From an optimization exercise on the open Yosys and OpenROAD flow, aimed at a short achievable clock period; shortcuts taken in it are not production practice.
RTL that was checked went through simulation tests only; none was proved equivalent to the original.
No activity file was given, so power comes from the tool's default toggle rates.

==> flow/design.v (excerpt) <==
module stack_cpu
(
  input  logic        clk,
  input  logic        rst_n,
  output logic [15:0] imem_addr,
  input  logic [15:0] insn,
  output logic [15:0] dmem_addr,
  output logic [15:0] dmem_wdata,
  output logic        dmem_we,
  output logic        dmem_re,
  output logic        dmem_byte,
  input  logic [15:0] dmem_rdata
);
For scale: about 3800 cells after synthesis, roughly 85 I/O pins, ~0.042 sq mm of cells after synthesis.
==> flow/config.mk <==
export PLATFORM = sky130hd
export DESIGN_NAME = stack_cpu
export DESIGN_NICKNAME = stack_cpu
export VERILOG_FILES = /design/flow/design.v
export SDC_FILE = /design/flow/constraint.sdc
export NUM_CORES = 4
export LEC_CHECK = 0
export ABC_CLOCK_PERIOD_IN_PS = 2000
export CAP_MARGIN = 20
export CORE_MARGIN = 2
export CORE_UTILIZATION = 40
export PLACE_DENSITY = 0.6
export SLEW_MARGIN = 20
export SYNTH_HIERARCHICAL = 1
export SYNTH_MINIMUM_KEEP_SIZE = 0
export TNS_END_PERCENT = 10
==> flow/constraint.sdc <==
create_clock -name core_clock -period 12.5 [get_ports {clk}]
set_input_delay 2.5000 -clock core_clock [delete_from_list [all_inputs] [get_ports {clk}]]
set_output_delay 2.5000 -clock core_clock [all_outputs]
set_load 0.01 [all_outputs]
standard.sh (not shown) runs the stock make flow with config.mk's settings and CLKGATE_MAP_FILE= SYNTH_SCRIPT=/design/flow/synth_recipe.tcl, a recipe that flattens the netlist after the stock synthesis.
==> flow/flow/run.sh <==
#!/bin/bash
set -euo pipefail
export SETUP_SLACK_MARGIN=7.5
export BUFFER_PORTS_ARGS="-buffer_cell sky130_fd_sc_hd__buf_6"
bash standard.sh > standard.log 2>&1
Rerun with:
--- a/flow/design.v
+++ b/flow/design.v
@@ -913,12 +913,14 @@
   assign rsel = {sel[8:1], sel[0] || sel[6]};
   for (genvar j = 0; j < 8; j++)
   begin : g_hg
     hc_gate #(.W(6)) u_hg (.sel(sel[j]), .hc0(hc0[j]), .hc1(hc1[j]), .ha(ha[j]), .hb(hb[j]));
   end
   hc_gate #(.W(5)) u_hg_br (.sel(sel[8]), .hc0(bhc0), .hc1(bhc1), .ha(bha), .hb(bhb));
+  res_mux u_res_port (.sel(rsel), .lo(lo), .co(co), .con(con), .ha(ha), .hb(hb), .bha(bha), .bhb(bhb),
+                 .blo10(blo10), .op7(v_op7), .y(dmem_addr));
   res_mux u_res (.sel(rsel), .lo(lo), .co(co), .con(con), .ha(ha), .hb(hb), .bha(bha), .bhb(bhb),
                  .blo10(blo10), .op7(v_op7), .y(alu_res));
   logic push, pop, load_stk, wr1, rd, wr, byt, cpush, cpop;
   assign push     = is_lit || op == 4'b0010 || (is_w && !insn[0]) || op == 4'b0101 ||
                     (op == 4'b0111 && insn[7]);
   assign pop      = is_jc || op == 4'b0011 || (is_w && insn[0]) || (is_alu && insn[6]) ||
@@ -929,13 +931,12 @@
                     (is_sys && insn[3:2] == 2'b10);
   assign wr       = op == 4'b0011 || (is_w && insn[0]) || (is_sys && insn[3:2] == 2'b11);
   assign byt      = insn[15:13] == 3'b001 || (op == 4'b0111 && insn[0]);
   assign cpush    = (is_j && insn[0]) || s_6i || s_sisr || s_sfp;
   assign cpop     = s_sc;
   assign imem_addr  = ip;
-  assign dmem_addr  = alu_res;
   assign dmem_wdata = (op == 4'b0111 && !(insn[11] && insn[4])) ? top1 : top0;
   assign dmem_we    = rst_n && wr;
   assign dmem_re    = rst_n && rd;
   assign dmem_byte  = byt && (rd || wr);
   logic [15:0] rd_data, din, ip_nx, fp_nx, cdin;
   assign rd_data = byt ? {8'h00, dmem_rdata[7:0]} : dmem_rdata;
Non-clock buffer count climbs by 38.
Cell count increases by a few percent.
Core utilization hardly moves.
Total power stays flat.
Hold slack gets better by 0.0043 ns.
Clock-buffer cell count decreases by 8.
No functional check of the RTL was part of any run of this note.

* * *

Another version of the RTL of stack_cpu (not shown whole).
Size: ~3600 cells after synthesis, ~620 flip-flops.
==> module op7_sel, before the edit <==
module op7_sel
(
  input  logic [15:0] insn,
  output logic [3:0]  d0,
  output logic [3:0]  e,
  output logic        es_isr,
  output logic        es_c,
  output logic        es_fp,
  output logic        es_t
);
  logic alu, sys;
  assign alu = insn[15:11] == 5'b01110 && insn[5:4] == 2'b00;
  assign sys = insn[15:11] == 5'b01111;
  for (genvar i = 0; i < 4; i++)
  begin : g_d
    assign d0[i] = insn[1:0] == i;
    assign e[i]  = alu && insn[3:2] == i;
  end
  assign es_isr = sys && insn[4] && !insn[0];
  assign es_c   = sys && !insn[4] && !insn[0] && insn[3:2] == 2'b00;
  assign es_fp  = sys && insn[3:0] == 4'b0011;
  assign es_t   = sys && !(insn[4] && !insn[0]) && !(insn[3:2] == 2'b00 && !insn[0]) &&
                  insn[3:0] != 4'b0011;
endmodule
==> module op7_pick, before the edit <==
module op7_pick
(
  input  logic [15:0] insn,
  input  logic [15:0] tn_sum,
  input  logic [15:0] tn_dif,
  input  logic [15:0] tn_and,
  input  logic [15:0] tn_or,
  input  logic [15:0] tn_xor,
  input  logic [15:0] tn_shl,
  input  logic [15:0] tn_shr,
  input  logic        tn_eq,
  input  logic        tn_lt,
  input  logic [15:0] t,
  input  logic [15:0] n,
  input  logic [15:0] t_addz,
  input  logic [15:0] t_addnz,
  input  logic [15:0] isr,
  input  logic [15:0] c,
  input  logic [15:0] fp,
  output logic [15:0] y
);
  logic [3:0] d0, e;
  logic       es_isr, es_c, es_fp, es_t;
  logic [15:0] t_n;
  op7_sel u_sel (.insn(insn), .d0(d0), .e(e), .es_isr(es_isr), .es_c(es_c),
                 .es_fp(es_fp), .es_t(es_t));
  for (genvar k = 0; k < 16; k++)
  begin : g_bit
    logic a0, b0, a1, b1, a2, b2, a3, m0, m1, m2, m3, n0, n1, n2, n3, tn;
    g_inv   u_tn (.a(t[k]), .y(tn));
    g_aoi22 u_a0 (.a1(d0[0]), .a2(tn_sum[k]), .b1(d0[1]), .b2(tn_dif[k]), .y(a0));
    g_aoi22 u_b0 (.a1(d0[2]), .a2(tn_and[k]), .b1(d0[3]), .b2(tn_or[k]),  .y(b0));
    g_nand2 u_m0 (.a(a0), .b(b0), .y(m0));
    g_aoi22 u_a1 (.a1(d0[0]), .a2(tn_xor[k]), .b1(d0[1]), .b2(tn_shl[k]), .y(a1));
    if (k == 0)
    begin : g_eq
      g_aoi22 u_b1 (.a1(d0[2]), .a2(tn_shr[k]), .b1(d0[3]), .b2(tn_eq), .y(b1));
    end
    else
    begin : g_neq
      g_nand2 u_b1 (.a(d0[2]), .b(tn_shr[k]), .y(b1));
    end
    g_nand2 u_m1 (.a(a1), .b(b1), .y(m1));
    if (k == 0)
    begin : g_lt
      g_aoi22 u_a2 (.a1(d0[0]), .a2(tn_lt), .b1(d0[1]), .b2(tn), .y(a2));
    end
    else
    begin : g_nlt
      g_nand2 u_a2 (.a(d0[1]), .b(tn), .y(a2));
    end
    g_aoi22 u_b2 (.a1(d0[2]), .a2(t[k]), .b1(d0[3]), .b2(n[k]), .y(b2));
    g_nand2 u_m2 (.a(a2), .b(b2), .y(m2));
    g_aoi22 u_a3 (.a1(d0[0]), .a2(t_addz[k]), .b1(d0[1]), .b2(t_addnz[k]), .y(a3));
    g_inv   u_m3 (.a(a3), .y(m3));
    g_aoi22 u_n0 (.a1(e[0]), .a2(m0), .b1(e[1]), .b2(m1), .y(n0));
    g_aoi22 u_n1 (.a1(e[2]), .a2(m2), .b1(e[3]), .b2(m3), .y(n1));
    g_aoi22 u_n2 (.a1(es_isr), .a2(isr[k]), .b1(es_c), .b2(c[k]), .y(n2));
    g_aoi22 u_n3 (.a1(es_fp), .a2(fp[k]), .b1(es_t), .b2(t[k]), .y(n3));
    g_nand4 u_y  (.a(n0), .b(n1), .c(n2), .d(n3), .y(y[k]));
  end
endmodule
export LEC_CHECK = 0
export ABC_CLOCK_PERIOD_IN_PS = 2000
export CAP_MARGIN = 20
export CORE_MARGIN = 2
export CORE_UTILIZATION = 40
export PLACE_DENSITY = 0.6
export SLEW_MARGIN = 20
export SYNTH_HIERARCHICAL = 1
export SYNTH_MINIMUM_KEEP_SIZE = 0
export TNS_END_PERCENT = 10
create_clock -name core_clock -period 12.5 [get_ports {clk}]
Scripts as last shown in full above: flow/flow/run.sh
Then changed:
--- a/flow/design.v
+++ b/flow/design.v
@@ -313,12 +313,21 @@
 );
   assign ha = {W{sel}} & hc1;
   assign hb = {W{sel}} & hc0;
 endmodule
+module dec2
+(
+  input  logic [1:0] s,
+  output logic [3:0] d
+);
+  for (genvar i = 0; i < 4; i++)
+  begin : g_d
+    assign d[i] = s == i;
+  end
+endmodule
 module op7_sel
 (
   input  logic [15:0] insn,
-  output logic [3:0]  d0,
   output logic [3:0]  e,
   output logic        es_isr,
   output logic        es_c,
   output logic        es_fp,
@@ -328,10 +337,9 @@
   assign alu = insn[15:11] == 5'b01110 && insn[5:4] == 2'b00;
   assign sys = insn[15:11] == 5'b01111;
   for (genvar i = 0; i < 4; i++)
   begin : g_d
-    assign d0[i] = insn[1:0] == i;
-    assign e[i]  = alu && insn[3:2] == i;
+    assign e[i] = alu && insn[3:2] == i;
   end
   assign es_isr = sys && insn[4] && !insn[0];
   assign es_c   = sys && !insn[4] && !insn[0] && insn[3:2] == 2'b00;
   assign es_fp  = sys && insn[3:0] == 4'b0011;
@@ -358,41 +366,44 @@
   input  logic [15:0] c,
   input  logic [15:0] fp,
   output logic [15:0] y
 );
-  logic [3:0] d0, e;
+  logic [3:0] d0, d1, d2, d3, e;
   logic       es_isr, es_c, es_fp, es_t;
-  logic [15:0] t_n;
-  op7_sel u_sel (.insn(insn), .d0(d0), .e(e), .es_isr(es_isr), .es_c(es_c),
+  dec2 u_d0 (.s(insn[1:0]), .d(d0));
+  dec2 u_d1 (.s(insn[1:0]), .d(d1));
+  dec2 u_d2 (.s(insn[1:0]), .d(d2));
+  dec2 u_d3 (.s(insn[1:0]), .d(d3));
+  op7_sel u_sel (.insn(insn), .e(e), .es_isr(es_isr), .es_c(es_c),
                  .es_fp(es_fp), .es_t(es_t));
   for (genvar k = 0; k < 16; k++)
   begin : g_bit
     logic a0, b0, a1, b1, a2, b2, a3, m0, m1, m2, m3, n0, n1, n2, n3, tn;
     g_inv   u_tn (.a(t[k]), .y(tn));
     g_aoi22 u_a0 (.a1(d0[0]), .a2(tn_sum[k]), .b1(d0[1]), .b2(tn_dif[k]), .y(a0));
     g_aoi22 u_b0 (.a1(d0[2]), .a2(tn_and[k]), .b1(d0[3]), .b2(tn_or[k]),  .y(b0));
     g_nand2 u_m0 (.a(a0), .b(b0), .y(m0));
-    g_aoi22 u_a1 (.a1(d0[0]), .a2(tn_xor[k]), .b1(d0[1]), .b2(tn_shl[k]), .y(a1));
+    g_aoi22 u_a1 (.a1(d1[0]), .a2(tn_xor[k]), .b1(d1[1]), .b2(tn_shl[k]), .y(a1));
     if (k == 0)
     begin : g_eq
-      g_aoi22 u_b1 (.a1(d0[2]), .a2(tn_shr[k]), .b1(d0[3]), .b2(tn_eq), .y(b1));
+      g_aoi22 u_b1 (.a1(d1[2]), .a2(tn_shr[k]), .b1(d1[3]), .b2(tn_eq), .y(b1));
     end
     else
     begin : g_neq
-      g_nand2 u_b1 (.a(d0[2]), .b(tn_shr[k]), .y(b1));
+      g_nand2 u_b1 (.a(d1[2]), .b(tn_shr[k]), .y(b1));
     end
     g_nand2 u_m1 (.a(a1), .b(b1), .y(m1));
     if (k == 0)
     begin : g_lt
-      g_aoi22 u_a2 (.a1(d0[0]), .a2(tn_lt), .b1(d0[1]), .b2(tn), .y(a2));
+      g_aoi22 u_a2 (.a1(d2[0]), .a2(tn_lt), .b1(d2[1]), .b2(tn), .y(a2));
     end
     else
     begin : g_nlt
-      g_nand2 u_a2 (.a(d0[1]), .b(tn), .y(a2));
+      g_nand2 u_a2 (.a(d2[1]), .b(tn), .y(a2));
     end
-    g_aoi22 u_b2 (.a1(d0[2]), .a2(t[k]), .b1(d0[3]), .b2(n[k]), .y(b2));
+    g_aoi22 u_b2 (.a1(d2[2]), .a2(t[k]), .b1(d2[3]), .b2(n[k]), .y(b2));
     g_nand2 u_m2 (.a(a2), .b(b2), .y(m2));
-    g_aoi22 u_a3 (.a1(d0[0]), .a2(t_addz[k]), .b1(d0[1]), .b2(t_addnz[k]), .y(a3));
+    g_aoi22 u_a3 (.a1(d3[0]), .a2(t_addz[k]), .b1(d3[1]), .b2(t_addnz[k]), .y(a3));
     g_inv   u_m3 (.a(a3), .y(m3));
     g_aoi22 u_n0 (.a1(e[0]), .a2(m0), .b1(e[1]), .b2(m1), .y(n0));
     g_aoi22 u_n1 (.a1(e[2]), .a2(m2), .b1(e[3]), .b2(m3), .y(n1));
     g_aoi22 u_n2 (.a1(es_isr), .a2(isr[k]), .b1(es_c), .b2(c[k]), .y(n2));
Result: Core utilization rises by 0.55 points. Clock power hardly moves. Total power grows by 1.7%. Non-clock buffer count increases by 17. Design area increases by 1.1%. Area after synthesis stays flat.
The RTL of the first run of this note was laid out without a check of its function.

## static timing again, ports no longer ideal
Ports are ideal in the flow. The routed layouts listed here were re-timed in OpenROAD. Step 1, drivers: a clkbuf_16 drives clk and a buf_2 each remaining input, both assumed. Step 2 adds t to the input delays and takes it off the output delays; t is the mean of the earliest and latest rising clock arrival at the registers after step 1. Input paths then give back, and output paths get back, about the clock's delay inside the block. a / b / c = no drivers / after step 1 / after step 2; a / b = the first two.
run | shift t [ns] | slack for setup (ns) | worst register clock-pin slew, ns | worst slew at a driven data input, ns
the first run of note 1 | 0.697 | 5.521 / 5.260 / 5.260 | 0.07 / 0.07 | 0.39
the second run of note 1 | 0.692 | 5.434 / 5.163 / 5.163 | 0.08 / 0.08 | 0.37
the first run of note 2 | 0.715 | 5.466 / 5.328 / 5.328 | 0.07 / 0.07 | 0.29
the second run of note 2 | 0.708 | 5.545 / 5.296 / 5.296 | 0.07 / 0.07 | 0.27
After both steps every run listed still meets setup and hold. For the second run of note 1, which loses most, drivers alone change the setup slack by -0.271 ns; drivers and shift together by -0.271 ns.
